This design comes from an exercise in tuning for small area, a short achievable clock period and few clock cycles on the open sky130 flow, not from production work. Only simulation tests tie the RTL to the original design; equivalence was not proved.

==> design/flow/design.v <==
module xoodyak_build (
    input  logic         eph1,
    input  logic         reset,
    input  logic         start,
    input  logic [351:0] input_data,
    input  logic [5:0]   opmode,
    output logic [191:0] textout,
    output logic         finished
);
    localparam logic [2:0] OP_IDLE  = 3'd0;
    localparam logic [2:0] OP_INIT  = 3'd1;
    localparam logic [2:0] OP_NONCE = 3'd2;
    localparam logic [2:0] OP_ASSOC = 3'd3;
    localparam logic [2:0] OP_ENC   = 3'd4;
    localparam logic [2:0] OP_DEC   = 3'd5;
    localparam logic [2:0] OP_SQZ   = 3'd6;
    localparam logic [2:0] OP_RAT   = 3'd7;
    logic [383:0]   s, s_nxt;
    logic [351:0]   data_q;
    logic [2:0]     op_q;
    logic           cont_q;
    logic           busy;
    logic [3:0]     rnd;
    logic           phase_down;
    logic [191:0]   textout_nxt;
    logic [2:0]     op_in;
    logic           cont_in;
    logic           idle, acc, go_up, direct, up_start, pre_last;
    logic           s_ok;                   
    logic           pend;                   
    logic           last;                   
    logic [7:0]     cu;
    logic [1:0]     unused_opmode;
    assign unused_opmode = opmode[4:3];
    assign op_in   = opmode[2:0];
    assign cont_in = opmode[5];
    function automatic logic [31:0] rotl(input logic [31:0] v, input int n);
        rotl = (v << n) | (v >> (32 - n));
    endfunction
    function automatic logic [31:0] round_const(input logic [3:0] r);
        logic [31:0] c;
        case (r)
            4'd0:    c = 32'h058;
            4'd1:    c = 32'h038;
            4'd2:    c = 32'h3C0;
            4'd3:    c = 32'h0D0;
            4'd4:    c = 32'h120;
            4'd5:    c = 32'h014;
            4'd6:    c = 32'h060;
            4'd7:    c = 32'h02C;
            4'd8:    c = 32'h380;
            4'd9:    c = 32'h0F0;
            4'd10:   c = 32'h1A0;
            4'd11:   c = 32'h012;
            default: c = 32'h000;
        endcase
        round_const = c;
    endfunction
    function automatic logic [383:0] xoodoo_theta(input logic [383:0] s_in);
        logic [31:0]  a [3][4];
        logic [31:0]  p [4];
        logic [31:0]  e [4];
        logic [383:0] s_out;
        for (int yy = 0; yy < 3; yy++)
            for (int x = 0; x < 4; x++)
                for (int k = 0; k < 4; k++)
                    a[yy][x][8*k +: 8] = s_in[383 - 8*(16*yy + 4*x + k) -: 8];
        for (int x = 0; x < 4; x++)
            p[x] = a[0][x] ^ a[1][x] ^ a[2][x];
        for (int x = 0; x < 4; x++)
            e[x] = rotl(p[(x + 3) % 4], 5) ^ rotl(p[(x + 3) % 4], 14);
        for (int yy = 0; yy < 3; yy++)
            for (int x = 0; x < 4; x++)
                a[yy][x] = a[yy][x] ^ e[x];
        for (int yy = 0; yy < 3; yy++)
            for (int x = 0; x < 4; x++)
                for (int k = 0; k < 4; k++)
                    s_out[383 - 8*(16*yy + 4*x + k) -: 8] = a[yy][x][8*k +: 8];
        xoodoo_theta = s_out;
    endfunction
    function automatic logic is_inj(input int yy, input int x, input int z);
        is_inj = (yy == 2 && x == 3 && (z == 28 || z == 30 || z == 31))
              || (x == 0 && (z == 1 || z == 3 || z == 4 || z == 10 || z == 12 || z == 13))
              || (yy == 0 && x == 0 && z < 10);
    endfunction
    function automatic int bidx(input int yy, input int x, input int z);
        bidx = 376 - 32 * (4 * yy + x) - 8 * (z / 8) + (z % 8);
    endfunction
    function automatic int fidx(input int yy, input int x, input int z);
        if (yy == 0)      fidx = bidx(0, x, z);
        else if (yy == 1) fidx = bidx(1, x, (z + 1) % 32);
        else              fidx = bidx(2, (x + 2) % 4, (z + 8) % 32);
    endfunction
    function automatic int byte_of(input int idx);
        byte_of = (383 - idx) / 8;
    endfunction
    function automatic int bit_of(input int idx);
        bit_of = idx % 8;
    endfunction
    function automatic logic is_padx(input int idx);
        int kb;
        kb = byte_of(idx);
        is_padx = (bit_of(idx) == 0 && (kb == 0 || kb == 16 || kb == 24 || kb == 44))
               || (kb == 47 && bit_of(idx) < 2);
    endfunction
    function automatic logic is_padw(input int idx);
        int kb;
        kb = byte_of(idx);
        is_padw = (bit_of(idx) == 0 && (kb == 16 || kb == 17 || kb == 44))
               || (kb == 47 && bit_of(idx) < 2);
    endfunction
    assign idle     = !busy && !pend;
    assign acc      = idle && start && (op_in != OP_IDLE);
    assign go_up    = acc && (op_in[2] || (op_in[1] && phase_down));
    assign direct   = acc && !go_up;
    assign up_start = (go_up && s_ok) || pend;
    assign pre_last = busy && (rnd == 4'd10);
    function automatic logic [7:0] colour(input logic [2:0] op, input logic cont);
        case (op)
            OP_ENC, OP_DEC: colour = cont ? 8'h00 : 8'h80;
            OP_SQZ:         colour = cont ? 8'h00 : 8'h40;
            OP_RAT:         colour = 8'h10;
            default:        colour = 8'h00;
        endcase
    endfunction
    logic       busy_c;
    logic [7:0] cu_pend;
    assign cu = cu_pend | (busy_c ? 8'h00 : colour(op_in, cont_in));
    logic           is_n, is_a, is_e, is_d, is_sq, is_r;
    logic           g_lo, g_mid, g_hi;      
    logic           sb_lo, sb_mid;          
    logic           sxn_lo, sxn_mid, sxn_hi;  
    logic           hold;                   
    logic           in_lo, in_hi;           
    logic           dq_sel;                 
    logic           tx_en, tx_hold;
    logic           busy_nxt;
    logic [383:0]   padx, padw;
    logic [383:0]   inj;
    logic [9:0]     rcv;
    logic [383:0]   dext, iext;
    assign is_n  = (op_q == OP_NONCE);
    assign is_a  = (op_q == OP_ASSOC);
    assign is_e  = (op_q == OP_ENC);
    assign is_d  = (op_q == OP_DEC);
    assign is_sq = (op_q == OP_SQZ);
    assign is_r  = (op_q == OP_RAT);
    assign busy_nxt = up_start || (busy && !last);
    assign sxn_lo   = !(sb_lo || up_start);
    assign sxn_mid  = !(sb_mid || up_start);
    assign sxn_hi   = !(busy || up_start);
    assign hold     = idle && !acc;
    assign in_lo    = direct;
    assign in_hi    = direct && (op_in == OP_ASSOC);
    assign tx_hold  = !tx_en;
    assign dext = {data_q, 32'b0};
    assign iext = {input_data, 32'b0};
    always_comb begin
        padx = '0;
        if (last) begin
            case (op_q)
                OP_NONCE: begin padx[383 - 8*16 - 7] = 1'b1; padx[1:0] = 2'b11; end
                OP_ASSOC: begin padx[383 - 8*44 - 7] = 1'b1; padx[1:0] = cont_q ? 2'b00 : 2'b11; end
                OP_ENC, OP_DEC: padx[383 - 8*24 - 7] = 1'b1;
                OP_SQZ:   padx[383 - 7] = 1'b1;
                default:  padx[383 - 8*16 - 7] = 1'b1;
            endcase
        end
        padw = '0;
        if (direct) begin
            case (op_in)
                OP_INIT:  begin padw[383 - 8*17 - 7] = 1'b1; padw[1:0] = 2'b10; end
                OP_NONCE: begin padw[383 - 8*16 - 7] = 1'b1; padw[1:0] = 2'b11; end
                default:  begin padw[383 - 8*44 - 7] = 1'b1; padw[1:0] = cont_in ? 2'b00 : 2'b11; end
            endcase
        end
    end
    always_comb begin
        inj = xoodoo_theta({376'b0, cu});
        for (int z = 0; z < 10; z++)
            inj[bidx(0, 0, z)] = inj[bidx(0, 0, z)] ^ rcv[z];
    end
    logic [3:0]  rnd_nxt;
    logic [31:0] rc_nxt;
    always_comb begin
        if (up_start)   rnd_nxt = 4'd1;
        else if (last)  rnd_nxt = 4'd0;
        else if (busy)  rnd_nxt = rnd + 4'd1;
        else            rnd_nxt = rnd;
        rc_nxt = round_const(rnd_nxt);
    end
    logic [127:0] p01, q, r;
    logic [383:0] th, b, pre, c, xb;    
    logic         xb_t0;                
    for (genvar xx = 0; xx < 4; xx++) begin : g_x
        for (genvar z = 0; z < 32; z++) begin : g_z
            xo2 u_p0 (.a(s[bidx(0, xx, z)]), .b(s[bidx(1, xx, z)]), .y(p01[32 * xx + z]));
            xo2 u_r  (.a(p01[32 * ((xx + 3) % 4) + (z + 27) % 32]),
                      .b(p01[32 * ((xx + 3) % 4) + (z + 18) % 32]), .y(r[32 * xx + z]));
            xo2 u_q  (.a(s[bidx(2, (xx + 3) % 4, (z + 27) % 32)]),
                      .b(s[bidx(2, (xx + 3) % 4, (z + 18) % 32)]), .y(q[32 * xx + z]));
            for (genvar yy = 0; yy < 3; yy++) begin : g_y
                logic aq;
                if (is_inj(yy, xx, z)) begin : g_i
                    logic si;
                    xo2 u_i (.a(s[bidx(yy, xx, z)]), .b(inj[bidx(yy, xx, z)]), .y(si));
                    xo2 u_q (.a(si), .b(q[32 * xx + z]), .y(aq));
                end else begin : g_n
                    xo2 u_q (.a(s[bidx(yy, xx, z)]), .b(q[32 * xx + z]), .y(aq));
                end
                xo2 u_t (.a(aq), .b(r[32 * xx + z]), .y(th[bidx(yy, xx, z)]));
            end
            assign b[bidx(0, xx, z)] = th[bidx(0, xx, z)];
            assign b[bidx(1, xx, z)] = th[bidx(1, (xx + 3) % 4, z)];
            assign b[bidx(2, xx, z)] = th[bidx(2, xx, (z + 21) % 32)];
        end
    end
    assign pre = b;
    for (genvar xx = 0; xx < 4; xx++) begin : g_cx
        for (genvar z = 0; z < 32; z++) begin : g_cz
            for (genvar yy = 0; yy < 3; yy++) begin : g_cy
                localparam int F  = fidx(yy, xx, z);
                localparam int KB = byte_of(F);
                if (is_padx(F)) begin : g_pad
                    logic dd;
                    if (KB < 44) begin : g_pd
                        assign dd = (dext[F] & (KB < 16 ? g_lo : (KB < 24 ? g_mid : g_hi))) ^ padx[F];
                    end else begin : g_pn
                        assign dd = padx[F];
                    end
                    chi1d u_c (.a(pre[bidx(yy, xx, z)]),
                               .b(pre[bidx((yy + 1) % 3, xx, z)]),
                               .c(pre[bidx((yy + 2) % 3, xx, z)]),
                               .d(dd),
                               .y(c[bidx(yy, xx, z)]));
                    if (F == 376) begin : g_t0
                        chi1x u_ct (.a(pre[bidx(yy, xx, z)]),
                                    .b(pre[bidx((yy + 1) % 3, xx, z)]),
                                    .c(pre[bidx((yy + 2) % 3, xx, z)]),
                                    .p(dext[F]),
                                    .q(g_lo),
                                    .y(xb_t0));
                    end
                end else if (KB < 44) begin : g_dat
                    chi1x u_c (.a(pre[bidx(yy, xx, z)]),
                               .b(pre[bidx((yy + 1) % 3, xx, z)]),
                               .c(pre[bidx((yy + 2) % 3, xx, z)]),
                               .p(dext[F]),
                               .q(KB < 16 ? g_lo : (KB < 24 ? g_mid : g_hi)),
                               .y(c[bidx(yy, xx, z)]));
                end else begin : g_nod
                    chi1 u_c (.a(pre[bidx(yy, xx, z)]),
                              .b(pre[bidx((yy + 1) % 3, xx, z)]),
                              .c(pre[bidx((yy + 2) % 3, xx, z)]),
                              .y(c[bidx(yy, xx, z)]));
                end
            end
            assign xb[bidx(0, xx, z)] = c[bidx(0, xx, z)];
            assign xb[bidx(1, xx, z)] = c[bidx(1, xx, (z + 31) % 32)];
            assign xb[bidx(2, xx, z)] = c[bidx(2, (xx + 2) % 4, (z + 24) % 32)];
        end
    end
    for (genvar i = 0; i < 384; i++) begin : g_s
        localparam int KB = byte_of(i);
        if (is_padw(i)) begin : g_pw
            logic wn;
            assign wn = !((s[i] & hold)
                        | (KB < 44 && iext[i] & (KB < 16 ? in_lo : in_hi))
                        | (KB < 24 && dext[i] & dq_sel)
                        | padw[i]);
            oai21 u_s (.a(xb[i]), .b(KB < 16 ? sxn_lo : (KB < 24 ? sxn_mid : sxn_hi)), .c(wn),
                       .y(s_nxt[i]));
        end else if (KB < 24) begin : g_lo
            sn4 u_s (.xb(xb[i]), .sxn(KB < 16 ? sxn_lo : sxn_mid), .s(s[i]), .h(hold),
                     .di(iext[i]), .ai(KB < 16 ? in_lo : in_hi),
                     .dq(dext[i]), .aq(dq_sel), .y(s_nxt[i]));
        end else if (KB < 44) begin : g_hi
            sn3 u_s (.xb(xb[i]), .sxn(sxn_hi), .s(s[i]), .h(hold),
                     .di(iext[i]), .ai(in_hi), .y(s_nxt[i]));
        end else begin : g_top
            sn2 u_s (.xb(xb[i]), .sxn(sxn_hi), .s(s[i]), .h(hold), .y(s_nxt[i]));
        end
    end
    for (genvar i = 0; i < 192; i++) begin : g_t
        sn2 u_t (.xb(i == 184 ? xb_t0 : xb[192 + i]), .sxn(tx_hold), .s(textout[i]),
                 .h(tx_hold), .y(textout_nxt[i]));
    end
    always_ff @(posedge eph1) begin
        s <= s_nxt;
    end
    always_ff @(posedge eph1 or negedge reset) begin
        if (!reset) begin
            s_ok       <= 1'b0;
            pend       <= 1'b0;
            cu_pend    <= 8'h00;
            busy_c     <= 1'b0;
            busy       <= 1'b0;
            rnd        <= 4'd0;
            rcv        <= 10'h058;
            phase_down <= 1'b0;
            finished   <= 1'b0;
            textout    <= '0;
            last       <= 1'b0;
            g_lo       <= 1'b0;
            g_mid      <= 1'b0;
            g_hi       <= 1'b0;
            dq_sel     <= 1'b0;
            tx_en      <= 1'b0;
            sb_lo      <= 1'b0;
            sb_mid     <= 1'b0;
        end else begin
            textout  <= textout_nxt;
            finished <= direct || last;
            last     <= pre_last;
            g_lo     <= pre_last && (is_n || is_a || is_e || is_d);
            g_mid    <= pre_last && (is_a || is_e || is_d);
            g_hi     <= pre_last && is_a;
            dq_sel   <= pre_last && is_d;
            tx_en    <= pre_last && (is_e || is_d || is_sq);
            sb_lo    <= busy_nxt && !(pre_last && (is_d || is_r));
            sb_mid   <= busy_nxt && !(pre_last && is_d);
            if (acc) begin
                phase_down <= 1'b1;
                s_ok       <= 1'b1;
            end
            pend    <= go_up && !s_ok;
            cu_pend <= (go_up && !s_ok) ? colour(op_in, cont_in) : 8'h00;
            busy_c  <= busy_nxt || (go_up && !s_ok);
            busy <= busy_nxt;
            rnd  <= rnd_nxt;
            rcv  <= rc_nxt[9:0];
        end
    end
    always_ff @(posedge eph1) begin
        if (idle) begin
            op_q   <= op_in;
            cont_q <= cont_in;
            data_q <= input_data;
        end
    end
endmodule
module xo2 (
    input  logic a,
    input  logic b,
    output logic y
);
    assign y = a ^ b;
endmodule
module orn (
    input  logic b,
    input  logic c,
    output logic y
);
    assign y = b | ~c;
endmodule
module xand (
    input  logic a,
    input  logic p,
    input  logic q,
    output logic y
);
    assign y = a ^ (p & q);
endmodule
module chi1 (
    input  logic a,
    input  logic b,
    input  logic c,
    output logic y
);
    logic t;
    orn u_n (.b(b), .c(c), .y(t));
    xo2 u_x (.a(a), .b(t), .y(y));
endmodule
module chi1d (
    input  logic a,
    input  logic b,
    input  logic c,
    input  logic d,
    output logic y
);
    logic t, u;
    xo2 u_a (.a(a), .b(d), .y(u));
    orn u_n (.b(b), .c(c), .y(t));
    xo2 u_x (.a(u), .b(t), .y(y));
endmodule
module chi1x (
    input  logic a,
    input  logic b,
    input  logic c,
    input  logic p,
    input  logic q,
    output logic y
);
    logic t, u;
    xand u_a (.a(a), .p(p), .q(q), .y(u));
    orn  u_n (.b(b), .c(c), .y(t));
    xo2  u_x (.a(u), .b(t), .y(y));
endmodule
module oai21 (
    input  logic a,
    input  logic b,
    input  logic c,
    output logic y
);
    assign y = ~((a | b) & c);
endmodule
module nd2 (
    input  logic a,
    input  logic b,
    output logic y
);
    assign y = ~(a & b);
endmodule
module aoi22 (
    input  logic a,
    input  logic b,
    input  logic c,
    input  logic d,
    output logic y
);
    assign y = ~((a & b) | (c & d));
endmodule
module aoi222 (
    input  logic a,
    input  logic b,
    input  logic c,
    input  logic d,
    input  logic e,
    input  logic f,
    output logic y
);
    assign y = ~((a & b) | (c & d) | (e & f));
endmodule
module sn2 (
    input  logic xb,
    input  logic sxn,
    input  logic s,
    input  logic h,
    output logic y
);
    logic w;
    nd2   u_w (.a(s), .b(h), .y(w));
    oai21 u_y (.a(xb), .b(sxn), .c(w), .y(y));
endmodule
module sn3 (
    input  logic xb,
    input  logic sxn,
    input  logic s,
    input  logic h,
    input  logic di,
    input  logic ai,
    output logic y
);
    logic w;
    aoi22 u_w (.a(s), .b(h), .c(di), .d(ai), .y(w));
    oai21 u_y (.a(xb), .b(sxn), .c(w), .y(y));
endmodule
module sn4 (
    input  logic xb,
    input  logic sxn,
    input  logic s,
    input  logic h,
    input  logic di,
    input  logic ai,
    input  logic dq,
    input  logic aq,
    output logic y
);
    logic w;
    aoi222 u_w (.a(s), .b(h), .c(di), .d(ai), .e(dq), .f(aq), .y(w));
    oai21  u_y (.a(xb), .b(sxn), .c(w), .y(y));
endmodule
==> design/flow/flow/run.sh <==
#!/bin/bash
# Layout flow: the standard ORFS flow (standard.sh, unchanged synthesis
# and steps), with plain buf_1 cells as the input/output port buffers
# instead of the delay-cell buffers buffer_ports picks by default.
# ORFS writes each step's full log under orfs/logs/; make's own output goes
# to make_finish.log in the work folder.
set -euo pipefail
export BUFFER_PORTS_ARGS="-buffer_cell sky130_fd_sc_hd__buf_1"
bash standard.sh finish > make_finish.log 2>&1
==> design/flow/standard.sh <==
#!/bin/bash
# synth_recipe.tcl (not shown) runs the flow's synth.tcl, then flattens the netlist and writes it again
# the make line also repeats each setting of config.mk as NAME=value (left out here)
make -C /OpenROAD-flow-scripts/flow DESIGN_CONFIG=/design/flow/config.mk WORK_HOME=/design/flow/orfs CLKGATE_MAP_FILE= SYNTH_SCRIPT=/design/flow/synth_recipe.tcl "${@:-finish}"
==> design/flow/config.mk <==
export PLATFORM = sky130hd
export DESIGN_NAME = xoodyak_build
export DESIGN_NICKNAME = xoodyak_build
export VERILOG_FILES = /design/flow/design.v
export SDC_FILE = /design/flow/constraint.sdc
export NUM_CORES = 4
export LEC_CHECK = 0
export CAP_MARGIN = 20
export CORE_MARGIN = 2
export CORE_UTILIZATION = 60
export CTS_CLUSTER_DIAMETER = 100
export CTS_CLUSTER_SIZE = 20
export SETUP_SLACK_MARGIN = 2.0
export SLEW_MARGIN = 20
export SYNTH_HIERARCHICAL = 1
export SYNTH_MINIMUM_KEEP_SIZE = 0
==> design/flow/constraint.sdc <==
create_clock -name core_clock -period 5.0 [get_ports {eph1}]
set_input_delay 1.0000 -clock core_clock [delete_from_list [all_inputs] [get_ports {eph1}]]
set_output_delay 1.0000 -clock core_clock [all_outputs]
set_load 0.01 [all_outputs]
==> metrics.cfg, run 1 <==
[status]
status = complete, no violations

[sta]
finalSetupViolCount = 0
hold_slack_ps = 411
max_clock_freq_mhz = 307
setup_slack_ps = 1740
drv_slew = 0
finalCriticalPeriod_ps = 3260
hold_viol_final = 0
finClkSkew_ps = 40.9
period_share_pct = 65.2
rsz0062_at_grt = true
max_slew_margin_pct = 19.1
worst_slew_pin_slew_ps = 1210

[worst_setup_path]
worstPathMaxFanout = 3
critPathKind = reg2reg
worstPathRequired_ps = 5540
r2r_end = s[310]$_DFF_P_
reg2reg_depth = 6
crit_start = s[241]$_DFF_P_
end_kind = flop
start_kind = flop
rr_startpoint = s[241]$_DFF_P_
max_stage_delay_ps = 850
crit_chain = xor2_1 > xor2_1 > xor2_1 > nand2b_1 > xor2_1 > o21ai_1
path_common_cell = xor2_1
r2r_setup_slack_ps = 1740
cpMaxStageDelayCell = xor2_1
arrival_ps = 3800

[clock_tree]
clk_latency_ps = 690
hold_buffers = 0
cts_max_path_buffers = 3
numCtsBuffers = 55
cts_tree = done
root_buffer = clkbuf_16
htree_levels = 2
clock_sinks = 961
clk_pin_slew_worst_paths_ps = 90

[synth]
synthesis.instances = 4913
ys_types = 50
syn-cell-area_um2 = 53000
avgSynthCellArea_um2 = 10.8
synthesis.nets = 5285
synth_area_leaders = xor2_1 26%, edfxtp_1 20%, dfxtp_1 15%, dfrtp_1 10%, xnor2_1 5.8%
synth_edf_count = 356
ys_seq_area_share_pct = 45.1
synth_top_area_share_pct = 26.1
synth_largest_area_cell = xor2_1
synth_warnings = 19
async_flop_share_pct = 23.0
synth-main-ff-cell = dfxtp_1
ys_ff_latch = 961

[grt]
grtUsageTotal_pct = 48.0
grt_overflow = 0
grt_pass1_vias = 40100
antenna_found_initial = 22
grt_max_degree = 197
grt_pass1_wl_um = 304000

[die]
die_h_um = 301
rows = 108
die_area_um2 = 90700
core_um2 = 87200
fp.dieW_um = 301
io_pins = 554
initial_core_util_pct = 60.8

[worst_hold_path]
hold_class = in2async

[routing]
ant_nets = 0
wl_um = 224000
drc = 0
first_iter_violations = 8172
wire_per_inst_um = 32.9
num_vias = 43700
viasPerCell = 6.41
drt-pass1-iter-count = 11

[placement]
pre_cts_ws_ps = 1130
dp_cells = 6682
dp_hpwl_um = 173000
gp_congestion = 1.08
dpl_cell_area_um2 = 57400
io_buffers = 551

[cells_and_area]
nFillCells = 6867
nets = 5965
instances_no_fill = 6813
mostFrequentLayoutCell = xor2_1
synthToLayoutAreaGrowth_pct = 12.6
fin_area_um2 = 59700
layout-drive-gt1-share_pct = 7.00
mostFrequentLayoutCells = 1509 x xor2_1, 589 x nand2_1, 576 x o21ai_1, 549 x buf_1, 388 x nand2b_1

[job]
cap_violations = 0

-- per-stage QoR --
| stage | TNS [ps] | util [%] |
|---|---|---|
| 2_1_floorplan | -4859010 | - |
| 3_3_place_gp | 0 | 65.8 |
| 3_5_place_dp | 0 | 65.8 |
| 4_1_cts | 0 | 68.0 |
| 5_1_grt | 0 | 68.4 |
| 6_report | 0 | 68.5 |
-- logic make-up after synthesis --
logic type,Yosys count,share of synthesized area [%]
AO/OA/AOI/OAI,965,13.3
other,1,0.00708
adder cells (fa/ha/maj),11,0.260
XOR/XNOR,1929,31.9
AND/OR/NAND/NOR,1023,9.20
buffers and inverters,20,0.153
multiplexers,3,0.0590
flip-flops,961,45.1
-- per-module statistics from Yosys (local to each module, per instance), a selection --
module         flops+latches  area [um2]  cells inside
aoi22                      0        12.5             1
aoi222                     0        10.0             1
oai21                      0        5.00             1
orn                        0        6.26             1
xo2                        0        8.76             1
xoodyak_build            961       24800          1110
-- layer usage --
metal	GRT usage, %	part of all wire (%)
met1	62.2	36
met2	69.5	42
met4	32.0	8.1
met5	0	0.030
met3	14.2	14
-- state kept, by name, indices dropped and copies added, names as in the netlist, 3 cells and up --
register	flops
rcv	9
data_q	352
rnd	4
cu_pend	3
textout	192
op_q	3
s	384
-- synth_stat cells, drive strengths merged (2+ instances only) --
cell and instances:
a221oi 3, a222oi 190, or3 2, nor4b 2
xnor2 351, a21oi 12, inv 16, dfxtp 384
nand2b 388, nand3 3, mux2i 2, nor3 6
a31o 2, nand2 589, edfxtp 356, ha 11
o21ai 581, nor2 22, nor4 2, nand4b 3
a21boi 2, buf 3, dfrtp 218, a31oi 2
a22oi 160, xor2 1578, dfstp 3, o22ai 4
-- worst max-delay path by stage --
stage	endpoint	slack [ps]	depth (start not counted)
after floorplan	s[192]$_DFF_P_	-11940	4
after global placement	textout[82]$_DFF_PN0_	1150	9
after detailed placement	textout[82]$_DFF_PN0_	1130	9
after CTS	s[22]$_DFF_P_	1970	7
after global routing	textout[141]$_DFF_PN0_	1900	6
final	s[310]$_DFF_P_	1740	6
-- what timing repair did --
| item | 4_1_cts | 5_1_grt |
|---|---|---|
| buffers inserted | 0 | 9 |
| endpoints found under the hold margin | 0 | 0 |
| resized for setup | 32 | 46 |
| pin swaps | 1 | 2 |
| setup endpoints to repair | 88 | 439 |
-- final cells by class --
| class | count | area (um2) | area share, % |
|---|---|---|---|
| multi-input cells | 3932 | 29600 | 49.6 |
| diodes | 19 | 47.5 | 0.0797 |
| repair buffers | 627 | 2990 | 5.01 |
| clock inverters | 5 | 51.3 | 0.0859 |
| well taps | 1155 | 1450 | 2.42 |
| flip-flops and latches | 961 | 23900 | 40.1 |
| clock buffers | 98 | 1580 | 2.65 |
| inverters | 16 | 66.3 | 0.111 |
-- worst max-delay path, delay by kind of cell, from the launching register on --
kind | cells | cell delay [ps]
xor+xnor | 4 | 2250
flops | 1 | 540
simple gates | 1 | 220
compound gates | 1 | 100
Testbench counts, summed over its fixed seeds: cycles 39,108.
==> inputs of run 2 (changes only) <==
--- a/design/flow/config.mk
+++ b/design/flow/config.mk
@@ -11,5 +11,5 @@
 export CTS_CLUSTER_DIAMETER = 100
 export CTS_CLUSTER_SIZE = 20
-export SETUP_SLACK_MARGIN = 2.0
+export SETUP_SLACK_MARGIN = 2.5
 export SLEW_MARGIN = 20
 export SYNTH_HIERARCHICAL = 1
==> run 2 against run 1 <==
Against the previous run: register-to-register slack better by 580 ps; critical endpoint is now textout[87]$_DFF_PN0_; hold slack better by 4.0 ps; sequential share of layout area down 3.3 points; clock skew down 2.5 ps; utilization up 6.5 points.
==> metrics.cfg, run 2 <==
[worst_setup_path]
worstPathMaxFanout = 3  ; unchanged
r2r_setup_slack_ps = 2320  ; +580 ps
r2r_end = textout[87]$_DFF_PN0_
rr_startpoint = s[345]$_DFF_P_
reg2reg_depth = 6  ; unchanged
worstPathRequired_ps = 5530  ; about the same
end_kind = flop
arrival_ps = 3210  ; -590 ps
start_kind = flop
critPathKind = reg2reg

[clock_tree]
numCtsBuffers = 55  ; unchanged
clk_pin_slew_worst_paths_ps = 90  ; about the same
root_buffer = clkbuf_16
htree_levels = 2  ; unchanged
clk_latency_ps = 690  ; about the same
cts_tree = done
clock_sinks = 961  ; unchanged
hold_buffers = 0  ; unchanged
cts_max_path_buffers = 3  ; unchanged

[routing]
first_iter_violations = 8395  ; +2.7%
wl_um = 230000  ; +2.9%
drc = 0  ; unchanged
num_vias = 44100  ; +0.95%
drt-pass1-iter-count = 14  ; +3
viasPerCell = 6.41  ; about the same
wire_per_inst_um = 33.5  ; +2.0%
ant_nets = 0  ; unchanged

[grt]
antenna_found_initial = 16  ; -27%
grt_pass1_wl_um = 309000  ; +1.7%
grt_overflow = 0  ; unchanged
grt_max_degree = 197  ; unchanged
grt_pass1_vias = 41000  ; +2.3%
grtUsageTotal_pct = 49.1  ; +1.1 points

[sta]
hold_viol_final = 0  ; unchanged
max_clock_freq_mhz = 373  ; +22%
finalCriticalPeriod_ps = 2680  ; -581 ps
rsz0062_at_grt = true
period_share_pct = 53.6  ; -12 points
worst_slew_pin_slew_ps = 1180  ; -37.1 ps
finClkSkew_ps = 38.4  ; -2.48 ps
drv_slew = 0  ; unchanged
max_slew_margin_pct = 21.5  ; +2.5 points
finalSetupViolCount = 0  ; unchanged

[synth]
synth_most_common_cell = xor2_1
synthesis.nets = 5285  ; unchanged
ys_ff_latch = 961  ; unchanged
ys_top_cells_by_count = 1578 x xor2_1, 589 x nand2_1, 576 x o21ai_1
synth-main-ff-cell = dfxtp_1
ys_seq_area_share_pct = 45.1  ; unchanged
synth_area_leaders = xor2_1 26%, edfxtp_1 20%, dfxtp_1 15%, dfrtp_1 10%, xnor2_1 5.8%
ys_types = 50  ; unchanged
synth_largest_area_cell = xor2_1
async_flop_share_pct = 23.0  ; unchanged
syn-cell-area_um2 = 53000  ; unchanged
avgSynthCellArea_um2 = 10.8  ; unchanged
synth_top_area_share_pct = 26.1  ; unchanged
synth_warnings = 19  ; unchanged
synthesis.instances = 4913  ; unchanged
synth_edf_count = 356  ; unchanged

[die]
io_pins = 554  ; unchanged
die_area_um2 = 90700  ; unchanged
fp.dieW_um = 301  ; unchanged
core_um2 = 87200  ; unchanged
rows = 108  ; unchanged
initial_core_util_pct = 60.8  ; unchanged
die_h_um = 301  ; unchanged

[cells_and_area]
mostFrequentLayoutCells = 1102 x xor2_1, 589 x nand2_1, 576 x o21ai_1, 545 x buf_1, 387 x nand2b_1
top_register = s
layout-drive-gt1-share_pct = 17.0  ; +10 points
reg_top3 = s: 384 flops, data_q: 352 flops, textout: 192 flops
largest_reg_flops = 384  ; unchanged
multiInputGateArea_um2 = 34300  ; +16%
nets = 6025  ; +1.0%
synthToLayoutAreaGrowth_pct = 23.4
seq_area_um2 = 24100  ; +0.53%
fin_area_um2 = 65400  ; +9.5%
mostFrequentLayoutCell = xor2_1
nFillCells = 6057  ; -12%

[placement]
io_buffers = 551  ; unchanged
gp_congestion = 1.08  ; unchanged
dpl_cell_area_um2 = 57400  ; unchanged
dp_hpwl_um = 173000  ; unchanged

[worst_hold_path]
hold_class = in2async

[status]
status = complete, no violations

[job]
cap_violations = 0  ; unchanged

-- run 2: cell types whose count changed in the layout (fill, tap and decap cells not counted), moves of 3 or more --
cell / delta
dfxtp_1: -92
buf_1: -4
xnor2_1: -4
buf_16: +3
xor2_1: -407
buf_8: +3
xor2_4: +141
buf_4: +35
dfxtp_4: +4
xnor2_2: +4
dfxtp_2: +88
xor2_2: +266
buf_12: +20
-- run 2: worst max path at each step --
stage / startpoint / end / slack (ps)
floorplan: busy$_DFF_PN0_ / s[192]$_DFF_P_ / -11940
global placement: opmode[2] / textout[82]$_DFF_PN0_ / 1150
detailed placement: opmode[2] / textout[82]$_DFF_PN0_ / 1130
CTS: s[294]$_DFF_P_ / textout[53]$_DFF_PN0_ / 2370
global route: s[237]$_DFF_P_ / textout[155]$_DFF_PN0_ / 2320
finish: s[345]$_DFF_P_ / textout[87]$_DFF_PN0_ / 2320
-- run 2: cell type report --
cell class,count,share of cell area (%)
well taps,1155,2.21
multi-input cells,3933,52.5
inverters,16,0.101
diodes,19,0.0727
clock inverters,5,0.0785
flip-flops and latches,961,36.8
repair buffers,686,5.82
clock buffers,98,2.42
-- run 2: logic make-up (layout without fill, tap and decap cells) --
kind of cell    count (synthesis)  in the layout  synth area share (%)
simple gates                 1023           1024                  9.20
mux                             3              3                0.0590
xor+xnor                     1929           1929                  31.9
fa+ha+maj                      11             11                 0.260
compound gates                965            965                  13.3
buf+inv                        20            805                 0.153
other cells                     1             20               0.00708
flops                         961            961                  45.1
-- run 2: per-module statistics from Yosys, one instance, submodules excluded, a selection --
| module | flip-flops and latches | cells inside |
|---|---|---|
| nd2 | 0 | 1 |
| xand | 0 | 2 |
| xo2 | 0 | 1 |
| orn | 0 | 1 |
| aoi222 | 0 | 1 |
| xoodyak_build | 961 | 1110 |
| oai21 | 0 | 1 |
| aoi22 | 0 | 1 |
-- run 2: repair_timing --
| item | 4_1_cts | 5_1_grt |
|---|---|---|
| setup endpoints to repair | 815 | 572 |
| pin swaps | 32 | 38 |
| cloned | 1 | 1 |
| resized for setup | 498 | 259 |
| buffers inserted | 33 | 34 |
-- run 2: through the flow --
stage	std cells	setup TNS [ps]	hold WS, ps	utilization (%)	worst slack, ps
2_1_floorplan	4913	-4859010	478	-	-11940
3_3_place_gp	6682	0	469	65.8	1150
3_5_place_dp	6682	0	476	65.8	1130
4_1_cts	6819	0	444	72.2	2370
5_1_grt	6860	0	486	75.0	2320
6_report	6873	0	415	75.0	2320
-- run 2: worst max-delay path, stage by stage, from the launching register on --
cell and delay (ps):
dfxtp_1 580, xor2_4 380, xor2_2 430, xor2_1 500, nand2b_1 190, xor2_1 330, o21ai_1 100
-- run 2: routing by layer --
metal	wire length, um	up-vias	track usage [%]	share of wire [%]
met5	40	-	0	0.017
met4	21500	6	35.3	9.3
met3	34700	805	15.1	15
met2	95900	3689	69.9	42
met1	78300	21500	63.4	34
li1	-	18100	-	-
==> inputs of run 3 (changes only) <==
--- a/design/flow/design.v
+++ b/design/flow/design.v
@@ -35,7 +35,4 @@
     assign op_in   = opmode[2:0];
     assign cont_in = opmode[5];
-    function automatic logic [31:0] rotl(input logic [31:0] v, input int n);
-        rotl = (v << n) | (v >> (32 - n));
-    endfunction
     function automatic logic [31:0] round_const(input logic [3:0] r);
         logic [31:0] c;
@@ -57,30 +54,14 @@
         round_const = c;
     endfunction
-    function automatic logic [383:0] xoodoo_theta(input logic [383:0] s_in);
-        logic [31:0]  a [3][4];
-        logic [31:0]  p [4];
-        logic [31:0]  e [4];
-        logic [383:0] s_out;
-        for (int yy = 0; yy < 3; yy++)
-            for (int x = 0; x < 4; x++)
-                for (int k = 0; k < 4; k++)
-                    a[yy][x][8*k +: 8] = s_in[383 - 8*(16*yy + 4*x + k) -: 8];
-        for (int x = 0; x < 4; x++)
-            p[x] = a[0][x] ^ a[1][x] ^ a[2][x];
-        for (int x = 0; x < 4; x++)
-            e[x] = rotl(p[(x + 3) % 4], 5) ^ rotl(p[(x + 3) % 4], 14);
-        for (int yy = 0; yy < 3; yy++)
-            for (int x = 0; x < 4; x++)
-                a[yy][x] = a[yy][x] ^ e[x];
-        for (int yy = 0; yy < 3; yy++)
-            for (int x = 0; x < 4; x++)
-                for (int k = 0; k < 4; k++)
-                    s_out[383 - 8*(16*yy + 4*x + k) -: 8] = a[yy][x][8*k +: 8];
-        xoodoo_theta = s_out;
-    endfunction
-    function automatic logic is_inj(input int yy, input int x, input int z);
-        is_inj = (yy == 2 && x == 3 && (z == 28 || z == 30 || z == 31))
-              || (x == 0 && (z == 1 || z == 3 || z == 4 || z == 10 || z == 12 || z == 13))
-              || (yy == 0 && x == 0 && z < 10);
+    function automatic logic is_rc(input int yy, input int x, input int z);
+        is_rc = (yy == 0 && x == 0 && z < 10);
+    endfunction
+    function automatic int colour_bit(input int x, input int z);
+        colour_bit = -1;
+        if (x == 0) begin
+            if (z == 1 || z == 10) colour_bit = 4;
+            if (z == 3 || z == 12) colour_bit = 6;
+            if (z == 4 || z == 13) colour_bit = 7;
+        end
     endfunction
     function automatic int bidx(input int yy, input int x, input int z);
@@ -137,5 +118,5 @@
     logic           busy_nxt;
     logic [383:0]   padx, padw;
-    logic [383:0]   inj;
+    logic [383:0]   inj;                    
     logic [9:0]     rcv;
     logic [383:0]   dext, iext;
@@ -177,5 +158,5 @@
     end
     always_comb begin
-        inj = xoodoo_theta({376'b0, cu});
+        inj = '0;
         for (int z = 0; z < 10; z++)
             inj[bidx(0, 0, z)] = inj[bidx(0, 0, z)] ^ rcv[z];
@@ -196,11 +177,18 @@
         for (genvar z = 0; z < 32; z++) begin : g_z
             xo2 u_p0 (.a(s[bidx(0, xx, z)]), .b(s[bidx(1, xx, z)]), .y(p01[32 * xx + z]));
-            xo2 u_r  (.a(p01[32 * ((xx + 3) % 4) + (z + 27) % 32]),
-                      .b(p01[32 * ((xx + 3) % 4) + (z + 18) % 32]), .y(r[32 * xx + z]));
+            if (colour_bit(xx, z) >= 0) begin : g_rc
+                logic r0;
+                xo2 u_r  (.a(p01[32 * ((xx + 3) % 4) + (z + 27) % 32]),
+                          .b(p01[32 * ((xx + 3) % 4) + (z + 18) % 32]), .y(r0));
+                xo2 u_rc (.a(r0), .b(cu[colour_bit(xx, z)]), .y(r[32 * xx + z]));
+            end else begin : g_r
+                xo2 u_r  (.a(p01[32 * ((xx + 3) % 4) + (z + 27) % 32]),
+                          .b(p01[32 * ((xx + 3) % 4) + (z + 18) % 32]), .y(r[32 * xx + z]));
+            end
             xo2 u_q  (.a(s[bidx(2, (xx + 3) % 4, (z + 27) % 32)]),
                       .b(s[bidx(2, (xx + 3) % 4, (z + 18) % 32)]), .y(q[32 * xx + z]));
             for (genvar yy = 0; yy < 3; yy++) begin : g_y
                 logic aq;
-                if (is_inj(yy, xx, z)) begin : g_i
+                if (is_rc(yy, xx, z)) begin : g_i
                     logic si;
                     xo2 u_i (.a(s[bidx(yy, xx, z)]), .b(inj[bidx(yy, xx, z)]), .y(si));
@@ -209,5 +197,11 @@
                     xo2 u_q (.a(s[bidx(yy, xx, z)]), .b(q[32 * xx + z]), .y(aq));
                 end
-                xo2 u_t (.a(aq), .b(r[32 * xx + z]), .y(th[bidx(yy, xx, z)]));
+                if (yy == 2 && xx == 3 && (z == 28 || z == 30 || z == 31)) begin : g_cs
+                    logic aqc;
+                    xo2 u_c (.a(aq), .b(cu[z - 24]), .y(aqc));
+                    xo2 u_t (.a(aqc), .b(r[32 * xx + z]), .y(th[bidx(yy, xx, z)]));
+                end else begin : g_ct
+                    xo2 u_t (.a(aq), .b(r[32 * xx + z]), .y(th[bidx(yy, xx, z)]));
+                end
             end
             assign b[bidx(0, xx, z)] = th[bidx(0, xx, z)];
--- a/design/flow/config.mk
+++ b/design/flow/config.mk
@@ -11,5 +11,5 @@
 export CTS_CLUSTER_DIAMETER = 100
 export CTS_CLUSTER_SIZE = 20
-export SETUP_SLACK_MARGIN = 2.5
+export SETUP_SLACK_MARGIN = 2.6
 export SLEW_MARGIN = 20
 export SYNTH_HIERARCHICAL = 1
==> run 3 against run 2 <==
Against the previous run: sequential share of layout area fell by 1.7 points; first-iteration DRC count rose by 2.4%; synthesized cell count fell by 0.41%; non-clock buffer count rose by 43; wire length rose by 5.7%; critical path type unchanged; critical endpoint is now s[316]$_DFF_P_; highest routed layer unchanged.
==> metrics.cfg, run 3 <==
[synth]
synth_top_area_share_pct = 25.9  ; -0.16 points
synthesis.instances = 4893  ; -0.41%
synthesis.nets = 5263  ; -0.42%
syn-cell-area_um2 = 52900  ; -0.21%
avgSynthCellArea_um2 = 10.8  ; +0.20%
synth_edf_count = 356  ; unchanged
synth_most_common_cell = xor2_1
synth_area_leaders = xor2_1 26%, edfxtp_1 20%, dfxtp_1 15%, dfrtp_1 10%, xnor2_1 5.8%
synth_largest_area_cell = xor2_1
ys_top_cells_by_count = 1565 x xor2_1, 586 x nand2_1, 576 x o21ai_1
synth-main-ff-cell = dfxtp_1
ys_types = 52  ; +4.0%
synth_warnings = 16  ; -3
ys_ff_latch = 961  ; unchanged
async_flop_share_pct = 23.0  ; unchanged
ys_seq_area_share_pct = 45.2  ; +0.095 points

[die]
rows = 108  ; unchanged
initial_core_util_pct = 60.8  ; about the same
io_pins = 554  ; unchanged
die_h_um = 301  ; -0.10%
fp.dieW_um = 301  ; -0.10%
core_um2 = 87000  ; -0.16%
die_area_um2 = 90500  ; -0.21%

[cells_and_area]
instances_no_fill = 6891  ; +0.26%
nets = 6049  ; +0.40%
fin_area_um2 = 68800  ; +5.3%
synthToLayoutAreaGrowth_pct = 30.2
mostFrequentLayoutCell = xor2_1
nFillCells = 5470  ; -9.7%
top_register = s
layout-drive-gt1-share_pct = 21.5  ; +4.6 points
reg_top3 = s: 384 flops, data_q: 352 flops, textout: 192 flops
multiInputGateArea_um2 = 36700  ; +6.9%
seq_area_um2 = 24200  ; +0.54%
largest_reg_flops = 384  ; unchanged
mostFrequentLayoutCells = 946 x xor2_1, 585 x nand2_1, 576 x o21ai_1, 545 x buf_1, 385 x nand2b_1

[grt]
antenna_found_initial = 15  ; -1
grt_overflow = 0  ; unchanged
grt_pass1_vias = 41900  ; +2.3%
grt_max_degree = 134  ; -32%
grtUsageTotal_pct = 50.2  ; +1.2 points
grt_pass1_wl_um = 316000  ; +2.1%

[sta]
hold_viol_final = 0  ; unchanged
max_slew_margin_pct = 28.3  ; +6.8 points
finalSetupViolCount = 0  ; unchanged
finalCriticalPeriod_ps = 2570  ; -111 ps
rsz0062_at_grt = true
drv_slew = 0  ; unchanged
max_clock_freq_mhz = 390  ; +4.3%
period_share_pct = 51.3  ; -2.2 points
setup_tns_ps = 0  ; unchanged
worst_slew_pin_slew_ps = 1080  ; -101 ps
finClkSkew_ps = 58.4  ; +20.0 ps

[routing]
drc = 0  ; unchanged
drt-pass1-iter-count = 14  ; unchanged
first_iter_violations = 8597  ; +2.4%
viasPerCell = 6.62  ; +3.1%
num_vias = 45600  ; +3.4%
wl_um = 244000  ; +5.7%
ant_nets = 0  ; unchanged
wire_per_inst_um = 35.4  ; +5.4%

[clock_tree]
clk_pin_slew_worst_paths_ps = 90  ; about the same
clk_latency_ps = 700  ; about the same
cts_max_path_buffers = 3  ; unchanged
htree_levels = 2  ; unchanged
clock_sinks = 961  ; unchanged
numCtsBuffers = 55  ; unchanged
root_buffer = clkbuf_16
cts_tree = done

[placement]
io_buffers = 551  ; unchanged
dp_hpwl_um = 172000  ; -0.22%
dpl_cell_area_um2 = 57200  ; -0.33%
dp_cells = 6654  ; -0.42%
gp_congestion = 1.05  ; -2.6%

[worst_setup_path]
start_kind = flop
reg2reg_depth = 6  ; unchanged
arrival_ps = 3140  ; -70 ps
worstPathMaxFanout = 3  ; unchanged
critPathKind = reg2reg
end_kind = flop
worstPathRequired_ps = 5570  ; +40 ps

[status]
status = complete, no violations

[worst_hold_path]
hold_class = in2async

[job]
cap_violations = 0  ; unchanged

run 3: cell type report:
cell class              count  area share, %
repair buffers            729           6.98
clock inverters             5         0.0654
flip-flops and latches    961           35.1
clock buffers              98           2.31
multi-input cells        3920           53.3
diodes                     11         0.0400
inverters                  12         0.0763
well taps                1155           2.10
run 3: worst max-delay path: stages, from the launching register on:
cell and delay [ps]:
dfxtp_1 510, xor2_2 380, xor2_2 420, xor2_2 680
nand2b_1 210, xor2_1 200, o21ai_1 90
run 3: routing by layer:
layer  wire (um)  GRT usage [%]
met2      100000           71.6
met4       24400           37.7
met1       79600           63.8
met5          51          0.212
met3       39300           16.2
run 3: worst paths after layout:
path / from / endpoint / slack (ps)
worst min-delay path: reset / textout[190]$_DFF_PN0_ / 420
worst max-delay path: s[238]$_DFF_P_ / s[316]$_DFF_P_ / 2430
worst min register to register: textout[169]$_DFF_PN0_ / textout[169]$_DFF_PN0_ / 490
worst max register to register: s[238]$_DFF_P_ / s[316]$_DFF_P_ / 2430
min in group core_clock: textout[169]$_DFF_PN0_ / textout[169]$_DFF_PN0_ / 490
max in group asynchronous: reset / textout[75]$_DFF_PN0_ / 3640
run 3: stage by stage:
step,setup WS (ps),hold slack [ps],util [%]
after floorplan,-12000,462,-
after global placement,1210,470,65.7
after detailed placement,1180,476,65.7
after CTS,2490,447,74.3
after global routing,2430,502,79.1
final,2430,423,79.1
run 3: timing repair:
action / CTS / global route
setup buffers: 42 / 65
gates resized for setup: 718 / 418
hold buffers: 0 / 0
cloned: 6 / 10
pin swaps: 44 / 72
setup endpoints to repair: 662 / 457
run 3: kinds of logic (layout without fill, tap and decap cells):
logic type               count (synthesis)  in the layout  share of synthesized area, %
other                                    1             12                       0.00709
AND/OR/NAND/NOR                       1020           1024                          9.25
AO/OA/AOI/OAI                          965            965                          13.4
adder cells (fa/ha/maj)                  9              9                         0.213
flip-flops                             961            961                          45.2
multiplexers                             4              4                        0.0781
XOR/XNOR                              1917           1917                          31.7
buffers and inverters                   16            844                         0.121
run 3: Yosys stat by module, one instance, submodules excluded, a selection:
module	copies in the design	cells	cell area, um2	flip-flops and latches
aoi22	160	1	12.5	0
oai21	576	1	5.00	0
xoodyak_build	1	1099	24800	961
xand	350	2	12.5	0
xo2	1562	1	8.76	0
nd2	221	1	3.75	0
orn	385	1	6.26	0
aoi222	190	1	10.0	0
Testbench counts of run 3, summed over its fixed seeds: cycles 39,108.
==> inputs of run 4 (changes only) <==
--- a/design/flow/design.v
+++ b/design/flow/design.v
@@ -326,9 +326,15 @@
         end
     end
+    logic [351:0] data_nxt;
+    logic         not_idle;
+    assign not_idle = !idle;
+    for (genvar i = 0; i < 352; i++) begin : g_dq
+        ao22 u_d (.a(input_data[i]), .b(idle), .c(data_q[i]), .d(not_idle), .y(data_nxt[i]));
+    end
     always_ff @(posedge eph1) begin
+        data_q <= data_nxt;
         if (idle) begin
             op_q   <= op_in;
             cont_q <= cont_in;
-            data_q <= input_data;
         end
     end
@@ -391,4 +397,13 @@
     xo2  u_x (.a(u), .b(t), .y(y));
 endmodule
+module ao22 (
+    input  logic a,
+    input  logic b,
+    input  logic c,
+    input  logic d,
+    output logic y
+);
+    assign y = (a & b) | (c & d);
+endmodule
 module oai21 (
     input  logic a,
==> run 4 against run 3 <==
Against the previous run: final cell count increased by 5.3%; register-to-register slack got worse by 150 ps; count of clock-buffer cells in the layout decreased by 4; global-route usage increased by 0.23 points; critical path depth increased by 1; hold slack got worse by 32 ps; via count increased by 5.4%; flip-flop and latch count unchanged; first-iteration DRC count decreased by 9.1%; setup slack got worse by 150 ps; synthesized cell count increased by 7.3%.
==> metrics.cfg, run 4 <==
[status]
status = complete, no violations

[synth]
synthesis.instances = 5248  ; +7.3%
avgSynthCellArea_um2 = 10.0  ; -7.5%
synth_warnings = 16  ; unchanged
synth-main-ff-cell = dfxtp_1
synth_area_leaders = dfxtp_1 28%, xor2_1 26%, dfrtp_1 10%, a22o_1 5.9%, xnor2_1 5.9%
ys_seq_area_share_pct = 38.8  ; -6.4 points
synth_most_common_cell = xor2_1
synth_edf_count = 4  ; -99%
synthesis.nets = 5618  ; +6.7%
ys_top_cells_by_count = 1565 x xor2_1, 736 x dfxtp_1, 584 x nand2_1
syn-cell-area_um2 = 52500  ; -0.75%
synth_top_area_share_pct = 28.1  ; +2.2 points
ys_types = 58  ; +12%
async_flop_share_pct = 23.0  ; unchanged
synth_largest_area_cell = dfxtp_1
ys_ff_latch = 961  ; unchanged

[die]
die_area_um2 = 89900  ; -0.74%
io_pins = 554  ; unchanged
die_h_um = 300  ; -0.37%
rows = 108  ; unchanged
core_um2 = 86800  ; -0.31%
fp.dieW_um = 300  ; -0.37%
initial_core_util_pct = 60.5  ; -0.27 points

[worst_setup_path]
reg2reg_depth = 7  ; +1
worstPathMaxFanout = 4  ; +1
max_stage_delay_ps = 590  ; -90 ps
r2r_setup_slack_ps = 2290  ; -150 ps
crit_chain = xor2_1 > xor2_1 > xor2_4 > buf_12 > nand2b_1 > xor2_2 > o21ai_1
critPathKind = reg2reg
start_kind = flop
worstPathRequired_ps = 5540  ; -30 ps
cpMaxStageDelayCell = xor2_2
end_kind = flop
path_common_cell = xor2_1
arrival_ps = 3260  ; +120 ps

[clock_tree]
root_buffer = clkbuf_16
clk_pin_slew_worst_paths_ps = 100  ; about the same
clock_sinks = 961  ; unchanged
numCtsBuffers = 55  ; unchanged
clk_latency_ps = 680  ; -20 ps
cts_tree = done
htree_levels = 2  ; unchanged
cts_max_path_buffers = 3  ; unchanged

[grt]
grtUsageMet2_pct = 72.7  ; +1.1 points
grtUsageMet1_pct = 64.1  ; +0.25 points
antenna_found_initial = 18  ; +3
grtUsageTotal_pct = 50.5  ; +0.23 points
grt_max_degree = 169  ; +26%
grt_pass1_wl_um = 323000  ; +2.1%
grt_pass1_vias = 44200  ; +5.4%
grt_overflow = 0  ; unchanged
use_met3_pct = 15.9  ; -0.32 points
gr-max-usage-layer = met2

[sta]
finalCriticalPeriod_ps = 2710  ; +147 ps
worst_slew_pin_slew_ps = 1330  ; +256 ps
hold_viol_final = 0  ; unchanged
finClkSkew_ps = 26.1  ; -32.3 ps
setup_slack_ps = 2290  ; -147 ps
period_share_pct = 54.3  ; +2.9 points
max_clock_freq_mhz = 368  ; -5.4%
finalSetupViolCount = 0  ; unchanged
setup_tns_ps = 0  ; unchanged
max_slew_margin_pct = 11.2  ; -17 points
rsz0062_at_grt = true
drv_slew = 0  ; unchanged

[placement]
dpl_cell_area_um2 = 56900  ; -0.48%
io_buffers = 551  ; unchanged
gp_congestion = 1.08  ; +2.4%
dp_hpwl_um = 175000  ; +1.4%
dp_cells = 7029  ; +5.6%
pre_cts_ws_ps = 1420  ; +236 ps

[cells_and_area]
largest_reg_flops = 384  ; unchanged
instances_no_fill = 7253  ; +5.3%
fin_area_um2 = 67600  ; -1.8%
fin_util_pct = 77.9  ; -1.2 points
mostFrequentLayoutCells = 998 x xor2_1, 589 x dfxtp_1, 583 x nand2_1, 576 x o21ai_1, 547 x buf_1
mostFrequentLayoutCell = xor2_1
layout-drive-gt1-share_pct = 19.3  ; -2.2 points
nets = 6415  ; +6.1%
synthToLayoutAreaGrowth_pct = 28.8
top_register = s
reg_top3 = s: 384 flops, data_q: 352 flops, textout: 192 flops

[routing]
first_iter_violations = 7814  ; -9.1%
wl_um = 242000  ; -0.55%
drc = 0  ; unchanged
wire_per_inst_um = 33.4  ; -5.5%
viasPerCell = 6.63  ; +0.18%
num_vias = 48100  ; +5.4%
drt-pass1-iter-count = 8  ; -6
ant_nets = 0  ; unchanged

[worst_hold_path]
hold_class = in2async

[job]
cap_violations = 0  ; unchanged

==> run 4: routing by layer <==
metal  vias up  wire length (um)  share of wire (%)
met1     23400             82500                 34
met3      1025             36200                 15
met5         -               176              0.073
met4         6             23300                9.6
li1      19500                 -                  -
met2      4084            100000                 41
==> run 4: modules after synthesis, one instance, submodules excluded, excerpt <==
module,copies in the design,cell area (um2),flops+latches
ao22,352,8.76,0
aoi22,160,12.5,0
aoi222,190,10.0,0
nd2,221,3.75,0
oai21,576,5.00,0
orn,385,6.26,0
xand,350,12.5,0
xo2,1562,8.76,0
xoodyak_build,1,21300,961
==> run 4: cell families after synthesis <==
kind of cell               share of synthesized area (%)
AOI/OAI and AO/OA                                   19.4
muxes                                             0.0596
adders and majority gates                          0.215
other                                            0.00715
buffers and inverters                              0.169
xor gates and xnor gates                            32.0
and+or+nand+nor                                     9.32
DFF                                                 38.8
==> run 4: layout make-up <==
class / count / area [um2]
multi-input cells: 4270 / 39200
flip-flops and latches: 961 / 20600
fillers: 5737 / 19200
repair buffers: 744 / 4600
clock buffers: 94 / 1570
well taps: 1155 / 1450
inverters: 12 / 75.1
clock inverters: 4 / 50.0
diodes: 12 / 30.0
repair inverters: 1 / 11.3
==> run 4: critical path: cells and delay by family (launching register included) <==
family                 cells  cell delay [ps]
AO/OA/AOI/OAI              1              140
buffers and inverters      1              160
XOR/XNOR                   4             1550
flip-flops                 1              570
AND/OR/NAND/NOR            1              130
==> run 4: timing repair <==
item,CTS,global route
cloned,2,8
gates resized for setup,669,361
hold buffers,0,0
buffers inserted,41,63
hold endpoints to repair,0,0
pin swaps,62,57
endpoints found under the setup margin,576,612
==> run 4: through the flow <==
stage | hold WS, ps
global route | 444
finish | 391
detailed placement | 453
CTS | 391
global placement | 452
floorplan | 440
==> run 4: worst paths after layout <==
path / endpoint / start
worst max-delay path: s[6]$_DFF_P_ / s[9]$_DFF_P_
worst max register to register: s[6]$_DFF_P_ / s[9]$_DFF_P_
worst min-delay path: rnd[0]$_DFF_PN0_ / reset
max in group asynchronous: textout[99]$_DFF_PN0_ / reset
worst min register to register: data_q[115]$_DFF_P_ / data_q[115]$_DFF_P_
min in group core_clock: data_q[115]$_DFF_P_ / data_q[115]$_DFF_P_
Testbench counts of run 4, summed over its fixed seeds: cycles 39,108.
==> inputs of run 5 (changes only) <==
==> design/flow/run.sh (new file) <==
#!/bin/bash
# synth_recipe.tcl (not shown) runs the flow's synth.tcl, then flattens the netlist and writes it again
# the make line also repeats each setting of config.mk as NAME=value (left out here)
make -C /OpenROAD-flow-scripts/flow DESIGN_CONFIG=/design/flow/config.mk WORK_HOME=/design/flow/orfs CLKGATE_MAP_FILE= SYNTH_SCRIPT=/design/flow/synth_recipe.tcl finish
removed: design/flow/flow/run.sh
removed: design/flow/standard.sh
==> run 5 against run 4 <==
Against the previous run: via count rose by 2.8%; highest routed layer unchanged; final cell count fell by 0.21%; critical path depth decreased by 1; design area is 4.7% higher; die area is the same; critical path type unchanged.
==> metrics.cfg, run 5 <==
[grt]
antenna_found_initial = 15  ; -3
grt_overflow = 0  ; unchanged
grt_pass1_vias = 46500  ; +5.2%
grt_pass1_wl_um = 336000  ; +4.2%
grtUsageTotal_pct = 52.4  ; +1.9 points
grt_max_degree = 193  ; +14%

[worst_setup_path]
crit_start = s[359]$_DFF_P_
r2r_setup_slack_ps = 2400  ; +120 ps
start_kind = flop
worstPathRequired_ps = 5540  ; about the same
crit_chain = xor2_4 > xor2_4 > xor2_1 > nand2b_1 > xor2_2 > o21ai_1
max_stage_delay_ps = 650  ; +60 ps
reg2reg_depth = 6  ; -1
arrival_ps = 3140  ; -120 ps
worstPathMaxFanout = 3  ; -1
end_kind = flop
critPathCapture = s[200]$_DFF_P_
path_common_cell = xor2_4
r2r_end = s[200]$_DFF_P_
critPathKind = reg2reg
rr_startpoint = s[359]$_DFF_P_
cpMaxStageDelayCell = dfxtp_1

[worst_hold_path]
hold_class = in2async

[synth]
syn-cell-area_um2 = 52500  ; unchanged
ys_top_cells_by_count = 1565 x xor2_1, 736 x dfxtp_1, 584 x nand2_1
synth_top_area_share_pct = 28.1  ; unchanged
synth_most_common_cell = xor2_1
synth_area_leaders = dfxtp_1 28%, xor2_1 26%, dfrtp_1 10%, a22o_1 5.9%, xnor2_1 5.9%
async_flop_share_pct = 23.0  ; unchanged
synthesis.nets = 5618  ; unchanged
synth_warnings = 16  ; unchanged
ys_types = 58  ; unchanged
synthesis.instances = 5248  ; unchanged
ys_seq_area_share_pct = 38.8  ; unchanged
ys_ff_latch = 961  ; unchanged
synth_edf_count = 4  ; unchanged
synth-main-ff-cell = dfxtp_1
avgSynthCellArea_um2 = 10.0  ; unchanged
synth_largest_area_cell = dfxtp_1

[clock_tree]
root_buffer = clkbuf_16
htree_levels = 2  ; unchanged
hold_buffers = 0  ; unchanged
clk_latency_ps = 690  ; about the same
numCtsBuffers = 55  ; unchanged
cts_max_path_buffers = 3  ; unchanged
cts_tree = done
clock_sinks = 961  ; unchanged
clk_pin_slew_worst_paths_ps = 100  ; about the same

[sta]
max_clock_freq_mhz = 385  ; +4.4%
drv_slew = 0  ; unchanged
finClkSkew_ps = 46.0  ; +19.9 ps
finalSetupViolCount = 0  ; unchanged
setup_tns_ps = 0  ; unchanged
max_slew_margin_pct = 31.9  ; +21 points
hold_slack_ps = 102  ; -289 ps
worst_slew_pin_slew_ps = 1020  ; -312 ps
period_share_pct = 52.0  ; -2.3 points
rsz0062_at_grt = true
finalCriticalPeriod_ps = 2600  ; -116 ps
setup_slack_ps = 2400  ; +116 ps
hold_viol_final = 0  ; unchanged

[routing]
wl_um = 253000  ; +4.2%
viasPerCell = 6.83  ; +3.0%
ant_nets = 0  ; unchanged
drt-pass1-iter-count = 13  ; +5
wire_per_inst_um = 34.9  ; +4.5%
num_vias = 49400  ; +2.8%
drc = 0  ; unchanged
first_iter_violations = 9249  ; +18%

[placement]
gp_congestion = 1.06  ; -1.3%
io_buffers = 551  ; unchanged
pre_cts_ws_ps = 882  ; -534 ps
dp_hpwl_um = 178000  ; +1.9%

[cells_and_area]
mostFrequentLayoutCells = 1002 x xor2_1, 586 x dfxtp_1, 583 x nand2_1, 576 x o21ai_1, 386 x nand2b_1
nets = 6407  ; -0.12%
reg_top3 = s: 384 flops, data_q: 352 flops, textout: 192 flops
seq_area_um2 = 20600  ; about the same
largest_reg_flops = 384  ; unchanged
mostFrequentLayoutCell = xor2_1
top_register = s
nFillCells = 4982  ; -13%
layout-drive-gt1-share_pct = 19.2  ; -0.13 points
synthToLayoutAreaGrowth_pct = 34.8
multiInputGateArea_um2 = 39000  ; -0.58%

[die]
die_h_um = 300  ; unchanged
core_um2 = 86800  ; unchanged
fp.dieW_um = 300  ; unchanged
die_area_um2 = 89900  ; unchanged
rows = 108  ; unchanged
initial_core_util_pct = 60.5  ; unchanged
io_pins = 554  ; unchanged

[job]
cap_violations = 0  ; unchanged

[status]
status = complete, no violations

==> run 5: timing repair <==
action,CTS,global route
gates resized for setup,898,336
endpoints found under the setup margin,1008,671
buffers inserted,44,47
gates cloned,6,6
pin swaps,58,51
==> run 5: worst min path at each step <==
stage	start	end	slack (ps)	cells past startpoint
global route	reset	rnd[0]$_DFF_PN0_	100	1
global placement	data_q[2]$_DFF_P_	data_q[2]$_DFF_P_	450	1
detailed placement	data_q[158]$_DFF_P_	data_q[158]$_DFF_P_	450	1
floorplan	data_q[0]$_DFF_P_	data_q[0]$_DFF_P_	440	1
finish	reset	rnd[0]$_DFF_PN0_	100	1
CTS	reset	rnd[0]$_DFF_PN0_	100	1
==> run 5: critical path: cells and delay by family (launching register included) <==
family,cells,cell delay (ps)
xor gates and xnor gates,4,1360
AOI/OAI and AO/OA,1,110
DFF,1,650
and+or+nand+nor,1,310
==> run 5: final cells by class <==
| cell class | instances | share of cell area, % |
|---|---|---|
| Timing Repair Buffer | 738 | 11.3 |
| Multi-Input combinational cell | 4269 | 55.1 |
| Clock buffer | 91 | 2.20 |
| Antenna cell | 7 | 0.0248 |
| Clock inverter | 5 | 0.0672 |
| Tap cell | 1155 | 2.04 |
| Sequential cell | 961 | 29.2 |
| Inverter | 12 | 0.0796 |
==> run 5: cell families after synthesis <==
group,Yosys count,share of synthesized area [%]
adders and majority gates,9,0.215
other,1,0.00715
buffers and inverters,18,0.169
and+or+nand+nor,1019,9.32
DFF,961,38.8
muxes,3,0.0596
xor gates and xnor gates,1918,32.0
AOI/OAI and AO/OA,1319,19.4
==> run 5: through the flow <==
stage	instance area, um2	cells	util (%)
6_report	70700	7238	81.5
3_5_place_dp	60400	7032	69.7
4_1_cts	67700	7178	78.0
2_1_floorplan	52500	5248	-
3_3_place_gp	60400	7032	69.7
5_1_grt	70700	7233	81.5
==> run 5: per-module statistics from Yosys (local to each module, per instance), a selection <==
module,copies in the design,flip-flops and latches,area [um2],cells inside
xoodyak_build,1,961,21300,1102
nd2,221,0,3.75,1
aoi22,160,0,12.5,1
orn,385,0,6.26,1
oai21,576,0,5.00,1
ao22,352,0,8.76,1
xo2,1562,0,8.76,1
xand,350,0,12.5,2
aoi222,190,0,10.0,1
==> run 5: metal layers <==
metal  wire (um)  track usage, %  vias to the layer above
li1            -               -                    19500
met1       81400            64.9                    23700
met2      103000            75.3                     4757
met3       41600            17.8                     1431
met4       26800            39.7                       14
met5         107               0                        -

==> what the ideal ports hide <==
In the flow no input, the clock included, has a driving cell. The finished layouts below were timed again as built, in two steps. Step 1: set_driving_cell puts a clkbuf_16 on eph1 and a buf_2 on each other input, an assumption about the parent block. Step 2 times the ports against the registers' clock, not the clock port: input delays grow and output delays shrink by t, the midpoint of the rising clock arrivals with the driver on. Slacks: no drivers / after step 1 / after step 2; pairs: no drivers / after step 1.
run | t, ns | slack for setup (ns) | worst setup path at the end | clock arrival spread, ns | cell pins on the clock port's net
run 1 | 0.743 | 1.741 / 1.741 / 1.277 | input to register | 0.042 / 0.042 | 1
run 2 | 0.749 | 2.321 / 2.321 / 1.730 | input to register | 0.040 / 0.040 | 1
run 3 | 0.747 | 2.433 / 2.433 / 1.829 | input to register | 0.059 / 0.058 | 1
run 4 | 0.748 | 2.285 / 2.285 / 1.796 | input to register | 0.027 / 0.027 | 1
run 5 | 0.744 | 2.401 / 2.401 / 1.766 | input to register | 0.047 / 0.047 | 1
After both steps every run listed still meets setup and hold. The setup slack of run 5, which loses most, moves by 0.000 ns with the drivers and by -0.635 ns with both steps.
